From an optimization exercise on the open Yosys and OpenROAD flow, aimed at small area, a short achievable clock period and few clock cycles per item; shortcuts taken in it are not production practice. Function was checked by simulation only, so behaviour that the tests miss may differ from the original. Power is estimated from default activity; no workload was simulated.

===== flow/design.v =====
package led_pkg;
    localparam int FRAME_WORDS = 32;
    localparam int ROWS        = 8;
    localparam int DEVICES     = 4;
    localparam int COL_W       = 8;
    localparam int ROW_LSB  = 8;
    localparam int ROW_MSB  = 11;
    localparam int DATA_LSB = 0;
    localparam int DATA_MSB = 7;
    typedef enum logic [2:0] {
        S_IDLE,
        S_FETCH,
        S_WRITE,
        S_START,
        S_WAIT_ACK,
        S_WAIT_DONE,
        S_HOLD
    } state_t;
    function automatic logic [15:0] make_word(input logic [2:0] row, input logic [7:0] data);
        logic [15:0] word;
        word                    = '0;
        word[ROW_MSB:ROW_LSB]   = {1'b0, row} + 4'd1;
        word[DATA_MSB:DATA_LSB] = data;
        make_word = word;
    endfunction
endpackage
module led_col_ram #(
    parameter int ADDR_W = 8
) (
    input  logic              clk_i,
    input  logic              we_i,
    input  logic [ADDR_W-1:0] waddr_i,
    input  logic [led_pkg::COL_W-1:0] wdata_i,
    input  logic              re_i,
    input  logic [ADDR_W-1:0] raddr_i,
    output logic [led_pkg::COL_W-1:0] rdata_o
);
    localparam int COL_DEPTH = 2 ** ADDR_W;
    logic [led_pkg::COL_W-1:0] mem_q [COL_DEPTH];
    logic [led_pkg::COL_W-1:0] rdata_q;
    always_ff @(posedge clk_i) begin
        if (we_i) begin
            mem_q[waddr_i] <= wdata_i;
        end
        if (re_i) begin
            rdata_q <= mem_q[raddr_i];
        end
    end
    assign rdata_o = rdata_q;
endmodule
module led_scroll_engine #(
    parameter int ADDR_W = 8
) (
    input  logic              in_clk,
    input  logic              in_rst,
    input  logic [7:0]        in_col_data,
    input  logic [ADDR_W-1:0] in_col_addr,
    input  logic              in_col_we,
    input  logic [ADDR_W:0]   in_msg_len,
    input  logic              in_enable,
    input  logic [15:0]       in_hold,
    input  logic              in_drv_ready,
    output logic [15:0]       out_drv_data,
    output logic [4:0]        out_drv_addr,
    output logic              out_drv_we,
    output logic              out_drv_start,
    output logic [ADDR_W-1:0] out_offset,
    output logic              out_busy,
    output logic              out_frame_done
);
    localparam logic [ADDR_W:0] DEPTH_L   = {1'b1, {ADDR_W{1'b0}}};
    localparam logic [4:0]      LAST_WORD = 5'(led_pkg::FRAME_WORDS - 1);
    function automatic logic [ADDR_W:0] clamp_len(input logic [ADDR_W:0] len);
        clamp_len = (len > DEPTH_L) ? DEPTH_L : len;
    endfunction
    function automatic logic [ADDR_W-1:0] start_offset(input logic [ADDR_W-1:0] base,
                                                       input logic [ADDR_W:0]   len);
        start_offset = ({1'b0, base} >= len) ? '0 : base;
    endfunction
    led_pkg::state_t            state_q;
    logic [4:0]        k_q;
    logic [3:0]        b_q;
    logic [ADDR_W-1:0] ptr_q;
    logic [ADDR_W-1:0] offset_q;
    logic [ADDR_W:0]   len_q;
    logic [15:0]       hold_q;
    logic [7:0]        shift_q;
    logic [15:0]       drv_data_q;
    logic [4:0]        drv_addr_q;
    logic              drv_we_q;
    logic              drv_start_q;
    logic              frame_done_q;
    logic              col_rd_en;
    logic [ADDR_W-1:0] col_rd_addr;
    logic [7:0]        col_rd_data;
    logic [ADDR_W:0]   rd_addr_inc;
    logic [ADDR_W-1:0] ptr_d;
    logic              cap_bit;
    logic [7:0]        shift_d;
    logic [ADDR_W:0]   off_inc;
    logic [ADDR_W-1:0] offset_adv_d;
    logic [ADDR_W:0]   len_d;
    assign col_rd_addr = (b_q == 4'd0 && k_q[1:0] == 2'd0) ? offset_q : ptr_q;
    assign col_rd_en   = (state_q == led_pkg::S_FETCH) && (b_q < 4'd8) && (len_q != '0);
    assign rd_addr_inc = {1'b0, col_rd_addr} + 1'b1;
    assign ptr_d       = (rd_addr_inc >= len_q) ? '0 : rd_addr_inc[ADDR_W-1:0];
    assign cap_bit = col_rd_data[k_q[4:2]] & (len_q != '0);
    assign shift_d = {shift_q[6:0], cap_bit};
    assign off_inc      = {1'b0, offset_q} + 1'b1;
    assign offset_adv_d = (len_q == '0 || off_inc >= len_q) ? '0 : off_inc[ADDR_W-1:0];
    assign len_d        = clamp_len(in_msg_len);
    led_col_ram #(
        .ADDR_W (ADDR_W)
    ) u_col_ram (
        .clk_i   (in_clk),
        .we_i    (in_col_we),
        .waddr_i (in_col_addr),
        .wdata_i (in_col_data),
        .re_i    (col_rd_en),
        .raddr_i (col_rd_addr),
        .rdata_o (col_rd_data)
    );
    always_ff @(posedge in_clk) begin
        if (in_rst) begin
            state_q      <= led_pkg::S_IDLE;
            k_q          <= '0;
            b_q          <= '0;
            ptr_q        <= '0;
            offset_q     <= '0;
            len_q        <= '0;
            hold_q       <= '0;
            shift_q      <= '0;
            drv_data_q   <= '0;
            drv_addr_q   <= '0;
            drv_we_q     <= 1'b0;
            drv_start_q  <= 1'b0;
            frame_done_q <= 1'b0;
        end else begin
            drv_we_q     <= 1'b0;
            drv_start_q  <= 1'b0;
            frame_done_q <= 1'b0;
            case (state_q)
                led_pkg::S_IDLE: begin
                    if (in_enable && in_drv_ready) begin
                        state_q  <= led_pkg::S_FETCH;
                        k_q      <= '0;
                        b_q      <= '0;
                        len_q    <= len_d;
                        offset_q <= start_offset(offset_q, len_d);
                    end
                end
                led_pkg::S_FETCH: begin
                    if (col_rd_en) begin
                        ptr_q <= ptr_d;
                    end
                    if (b_q != 4'd0) begin
                        shift_q <= shift_d;
                    end
                    if (b_q == 4'd8) begin
                        state_q    <= led_pkg::S_WRITE;
                        drv_we_q   <= 1'b1;
                        drv_addr_q <= k_q;
                        drv_data_q <= led_pkg::make_word(k_q[4:2], shift_d);
                    end else begin
                        b_q <= b_q + 4'd1;
                    end
                end
                led_pkg::S_WRITE: begin
                    if (k_q == LAST_WORD) begin
                        state_q     <= led_pkg::S_START;
                        drv_start_q <= 1'b1;
                    end else begin
                        state_q <= led_pkg::S_FETCH;
                        k_q     <= k_q + 5'd1;
                        b_q     <= '0;
                    end
                end
                led_pkg::S_START: begin
                    state_q <= led_pkg::S_WAIT_ACK;
                end
                led_pkg::S_WAIT_ACK: begin
                    if (!in_drv_ready) begin
                        state_q <= led_pkg::S_WAIT_DONE;
                    end
                end
                led_pkg::S_WAIT_DONE: begin
                    if (in_drv_ready) begin
                        state_q      <= led_pkg::S_HOLD;
                        frame_done_q <= 1'b1;
                        hold_q       <= in_hold;
                    end
                end
                led_pkg::S_HOLD: begin
                    if (hold_q == 16'd0) begin
                        if (in_enable) begin
                            state_q  <= led_pkg::S_FETCH;
                            k_q      <= '0;
                            b_q      <= '0;
                            len_q    <= len_d;
                            offset_q <= start_offset(offset_adv_d, len_d);
                        end else begin
                            state_q  <= led_pkg::S_IDLE;
                            offset_q <= offset_adv_d;
                        end
                    end else begin
                        hold_q <= hold_q - 16'd1;
                    end
                end
                default: begin
                    state_q <= led_pkg::S_IDLE;
                end
            endcase
        end
    end
    assign out_drv_data   = drv_data_q;
    assign out_drv_addr   = drv_addr_q;
    assign out_drv_we     = drv_we_q;
    assign out_drv_start  = drv_start_q;
    assign out_offset     = offset_q;
    assign out_busy       = (state_q != led_pkg::S_IDLE);
    assign out_frame_done = frame_done_q;
endmodule

===== flow/run.sh =====
#!/bin/bash
# synth_recipe.tcl (not shown) runs the flow's synth.tcl, then flattens the netlist and writes it again
# the make line also repeats each setting of config.mk as NAME=value (left out here)
make -C /OpenROAD-flow-scripts/flow DESIGN_CONFIG=/design/flow/config.mk WORK_HOME=/design/flow/orfs CLKGATE_MAP_FILE= SYNTH_SCRIPT=/design/flow/synth_recipe.tcl finish

===== flow/config.mk =====
export PLATFORM = sky130hd
export DESIGN_NAME = led_scroll_engine
export DESIGN_NICKNAME = led_scroll_engine
export VERILOG_FILES = /design/flow/design.v
export SDC_FILE = /design/flow/constraint.sdc
export NUM_CORES = 4
export LEC_CHECK = 0
export CAP_MARGIN = 20
export CORE_MARGIN = 2
export CORE_UTILIZATION = 45
export PLACE_DENSITY = 0.6
export SLEW_MARGIN = 20

===== flow/constraint.sdc =====
create_clock -name core_clock -period 8.0 [get_ports {in_clk}]
set_input_delay 1.6000 -clock core_clock [delete_from_list [all_inputs] [get_ports {in_clk}]]
set_output_delay 1.6000 -clock core_clock [all_outputs]
set_load 0.01 [all_outputs]

==> reports/metrics.yaml <==
clocking:
  cts_tree: "yes"
  path_clk_slew_ps: 60
  numCtsBuffers: 212
  clock-root-buffer: "clkbuf_16"
  cts_resized: 0
  cts_setup_buffers: 0
  cts.path.max_buffers: 3
  clkSinkCount: 2136
  h-tree-depth: 4
  holdBufCountCts: 0
  insertion_delay_ps: 890
power_and_ir_drop:
  pwr-share-clk: 0.414
  power.internal_w: 0.01840
  power_w: 0.02396
  p_sw_w: 0.005558
  peakVddDrop_mv: 0.2441
  power_leakage_nw: 29.81
  swShare: 0.2320
  combPwrFrac: 0.071
  pwr-share-seq: 0.516
  power.density_nw_per_um2: 249.8
floorplanning:
  die_w_um: 440.2
  fp-row-count: 160
  core_area_um2: 189600
  die_h_um: 440.2
  initial_utilization: 0.4517
  dieArea_um2: 193800
  ios: 79
logic_synthesis:
  synth_most_common_cell: "edfxtp_1"
  ys_warn_count: 2
  ys_top_cells_by_area: "edfxtp_1 (72%), nand2_1 (4.4%), mux2i_1 (3.8%)"
  synth_common_cells: "edfxtp_1 (2,056), nand2_1 (1,004), nor2_1 (370), a21oi_1 (344), mux2i_1 (322)"
  synth_top_flop_cell: "edfxtp_1"
  synth_cell_types: 80
  syn_avg_cell_area_um2: 14.53
  synth_top_area_cell: "edfxtp_1"
  synth_edf_count: 2056
  seq_area_frac_synth: 0.7396
  async_flop_share: 0
  netlist_area_um2: 85640
  synth_top_area_share: 0.7209
  syn_inst: 5895
  synth-seq-cells: 2136
route:
  drt_wl_total_um: 268500
  via_count: 53840
  ant_nets: 0
  via_per_inst: 6.232
  dr_wl_met2_um: 122200
  route.detailed.drc: 0
  firstDrtPassIters: 6
  wl_per_cell_um: 31.09
  wl_met1_um: 105000
  drt_iter0_markers: 8048
  wl_met3_um: 30430
  top_layer: "met5"
sta:
  worst_pin_slew_ps: 1188
  timing.setup.tns_ps: 0
  fin_crit_sh: 0.7578
  fmax_mhz: 165.0
  drv_slew: 0
  fin_crit_ps: 6062
  slew_headroom: 0.2081
  rsz0062_at_grt: "no"
  hold_ws_ps: 455.8
  setup_viol: 0
  finalHoldViolations: 0
  finClkSkew_ps: 48.20
global_routing:
  grt_start_max_net_pins: 181
  grt_pass1_wl_um: 377800
  grt_pass1_vias: 50780
  overflow: 0
  antenna_found_initial: 9
  grt_use_total: 0.2722
cells_and_area:
  layout-drive-gt1-share: 0.09309
  postLayoutCoreUtil: 0.5060
  regArea_um2: 63340
  nets: 6030
  syn2layout_area_growth_pct: 12.01
  multi_input_area_um2: 20480
  fillCellCount: 15770
min_path:
  hold_end: "drv_data_q[2]$_SDFFE_PP0P_"
  hold_start: "drv_data_q[2]$_SDFFE_PP0P_"
  min_path_type: "reg -> reg"
  min_path_cells: 2
setup_path:
  r2r_start: "b_q[0]$_SDFFE_PP0P_"
  critPathMaxFanout: 54
  cp_slowest_cell: "nor4_1"
  slowest_delay_ps: 1010
  worst-setup-path-type: "reg -> reg"
  cp.arrival_ps: 6610
  r2r_end: "u_col_ram.rdata_q[3]$_DFFE_PP_"
  cp_cell_sequence: "inv_1 > ha_1 > and4bb_1 > mux2_8 > nand2_4 > buf_4 > buf_4 > a21oi_1 > or4_1 > o21ai_0 > o22ai_1 > nor4_1 > nor4_1"
  reg2reg_depth: 13
  crit_path_end_kind: "flop"
  critical_path.top_delay_family: "simple AND/OR/NAND/NOR gates"
  cp_data_required_time_ps: 8550
  start_kind: "flop"
  reg2reg_slack_ps: 1940
  critPathBufInv: 3
place:
  portBuffers: 74
  place.gp.congestion: 0.9309
  hpwlAfterDp_um: 161900
run_status:
  outcome: "no timing/DRC/antenna violations"
run:
  maxCapViolCount: 0
## power groups by stage
stage,clock network [W],registers (W),logic [W]
final,0.00991,0.0124,0.00169
after global placement,0,0.0126,0.00165
after detailed placement,0,0.0126,0.00166
after floorplan,0,0.0126,0.000980
after global routing,0.0104,0.0124,0.00178
after CTS,0.00997,0.0124,0.00167
## how the worst max path moves through the flow
| stage | startpoint | end | slack [ps] | cells past startpoint |
|---|---|---|---|---|
| after floorplan | offset_q[2]$_SDFFE_PP0P_ | offset_q[2]$_SDFFE_PP0P_ | 3490 | 22 |
| after global placement | b_q[0]$_SDFFE_PP0P_ | u_col_ram.rdata_q[2]$_DFFE_PP_ | 1730 | 12 |
| after detailed placement | b_q[0]$_SDFFE_PP0P_ | u_col_ram.rdata_q[0]$_DFFE_PP_ | 2060 | 12 |
| after CTS | b_q[0]$_SDFFE_PP0P_ | u_col_ram.rdata_q[0]$_DFFE_PP_ | 2010 | 12 |
| after global routing | b_q[0]$_SDFFE_PP0P_ | u_col_ram.rdata_q[3]$_DFFE_PP_ | 1750 | 12 |
| final | b_q[0]$_SDFFE_PP0P_ | u_col_ram.rdata_q[3]$_DFFE_PP_ | 1940 | 13 |
## kinds of logic after synthesis
| kind of cell | count (synthesis) | synth area share |
|---|---|---|
| flip-flops | 2136 | 0.7396 |
| AND/OR/NAND/NOR | 1805 | 0.08888 |
| other | 1 | 0.00004379 |
| AO/OA/AOI/OAI | 1074 | 0.08202 |
| buffers and inverters | 411 | 0.02450 |
| adder cells (fa/ha/maj) | 43 | 0.006283 |
| multiplexers | 408 | 0.05689 |
| XOR/XNOR | 17 | 0.001739 |
## layout by cell type, fill, tap and decap left out, types with 81 or more instances in the layout
master,instances
nand3_1,181
buf_4,120
o22ai_1,87
a21oi_1,344
nor2_1,357
edfxtp_1,2056
a221oi_1,81
mux2i_1,311
o21ai_0,168
nand2_1,1001
clkbuf_16,215
## layout make-up
type	instances	area share
well taps	2511	0.03275
repair buffers	209	0.02058
inverters	31	0.001461
diodes	4	0.0001044
multi-input cells	3351	0.2135
clock inverters	137	0.01346
flip-flops and latches	2136	0.6603
clock buffers	259	0.05781
## worst reg2reg max path, stage by stage (launching register included)
cell      delay [ps]
dfxtp_1          350
inv_1             80
ha_1             210
and4bb_1         670
mux2_8           690
nand2_4          590
buf_4            550
buf_4            440
a21oi_1           70
or4_1            600
o21ai_0          110
o22ai_1          250
nor4_1          1010
nor4_1           120
## sequential cells by signal (all words and copies together) (netlist names), 4 cells and up
signal	flops
drv_data_q	12
b_q	4
u_col_ram.mem_q	2048
shift_q	7
drv_addr_q	5
u_col_ram.rdata_q	8
ptr_q	8
hold_q	16
len_q	9
k_q	5
offset_q	8
## metal layers
layer	vias up	track usage
met3	526	0.06685
met1	27340	0.3742
met2	3261	0.4202
met5	-	0
li1	22710	-
met4	6	0.1010
## through the flow
step | worst slack [ps] | std cells | instance area, um^2
after global placement | 1730 | 8235 | 88970
after global routing | 1754 | 8635 | 95910
after CTS | 2011 | 8632 | 95850
final | 1938 | 8638 | 95920
after floorplan | 3493 | 5898 | 85650
after detailed placement | 2060 | 8236 | 89010
Testbench counts, summed over its fixed seeds: cycles 68,617, frames 192.

[separate check: timing with driven ports]
No port has a modelled driver above. Below, the same layout with a new extraction and two added sets of constraints. Step 1, drivers: a clkbuf_16 drives in_clk and a buf_2 each remaining input, both assumed. Step 2 moves the port delays by t, midway between the first and last clock arrival at a register: inputs arrive t later, outputs are due t later. That takes back most of the time a late clock gives input paths. a / b / c = no drivers / after step 1 / after step 2; a / b = the first two.
t (ns): 0.948
setup slack, ns: 1.938 / 1.938 / 1.938
hold slack, ns: 0.456 / 0.456 / 0.456
latest minus earliest clock arrival (ns): 0.055 / 0.055
worst data-port slew with drivers (ns): 0.08
After both steps this run still meets setup and hold. For this run, drivers alone change the setup slack by 0.000 ns; drivers and shift together by 0.000 ns.
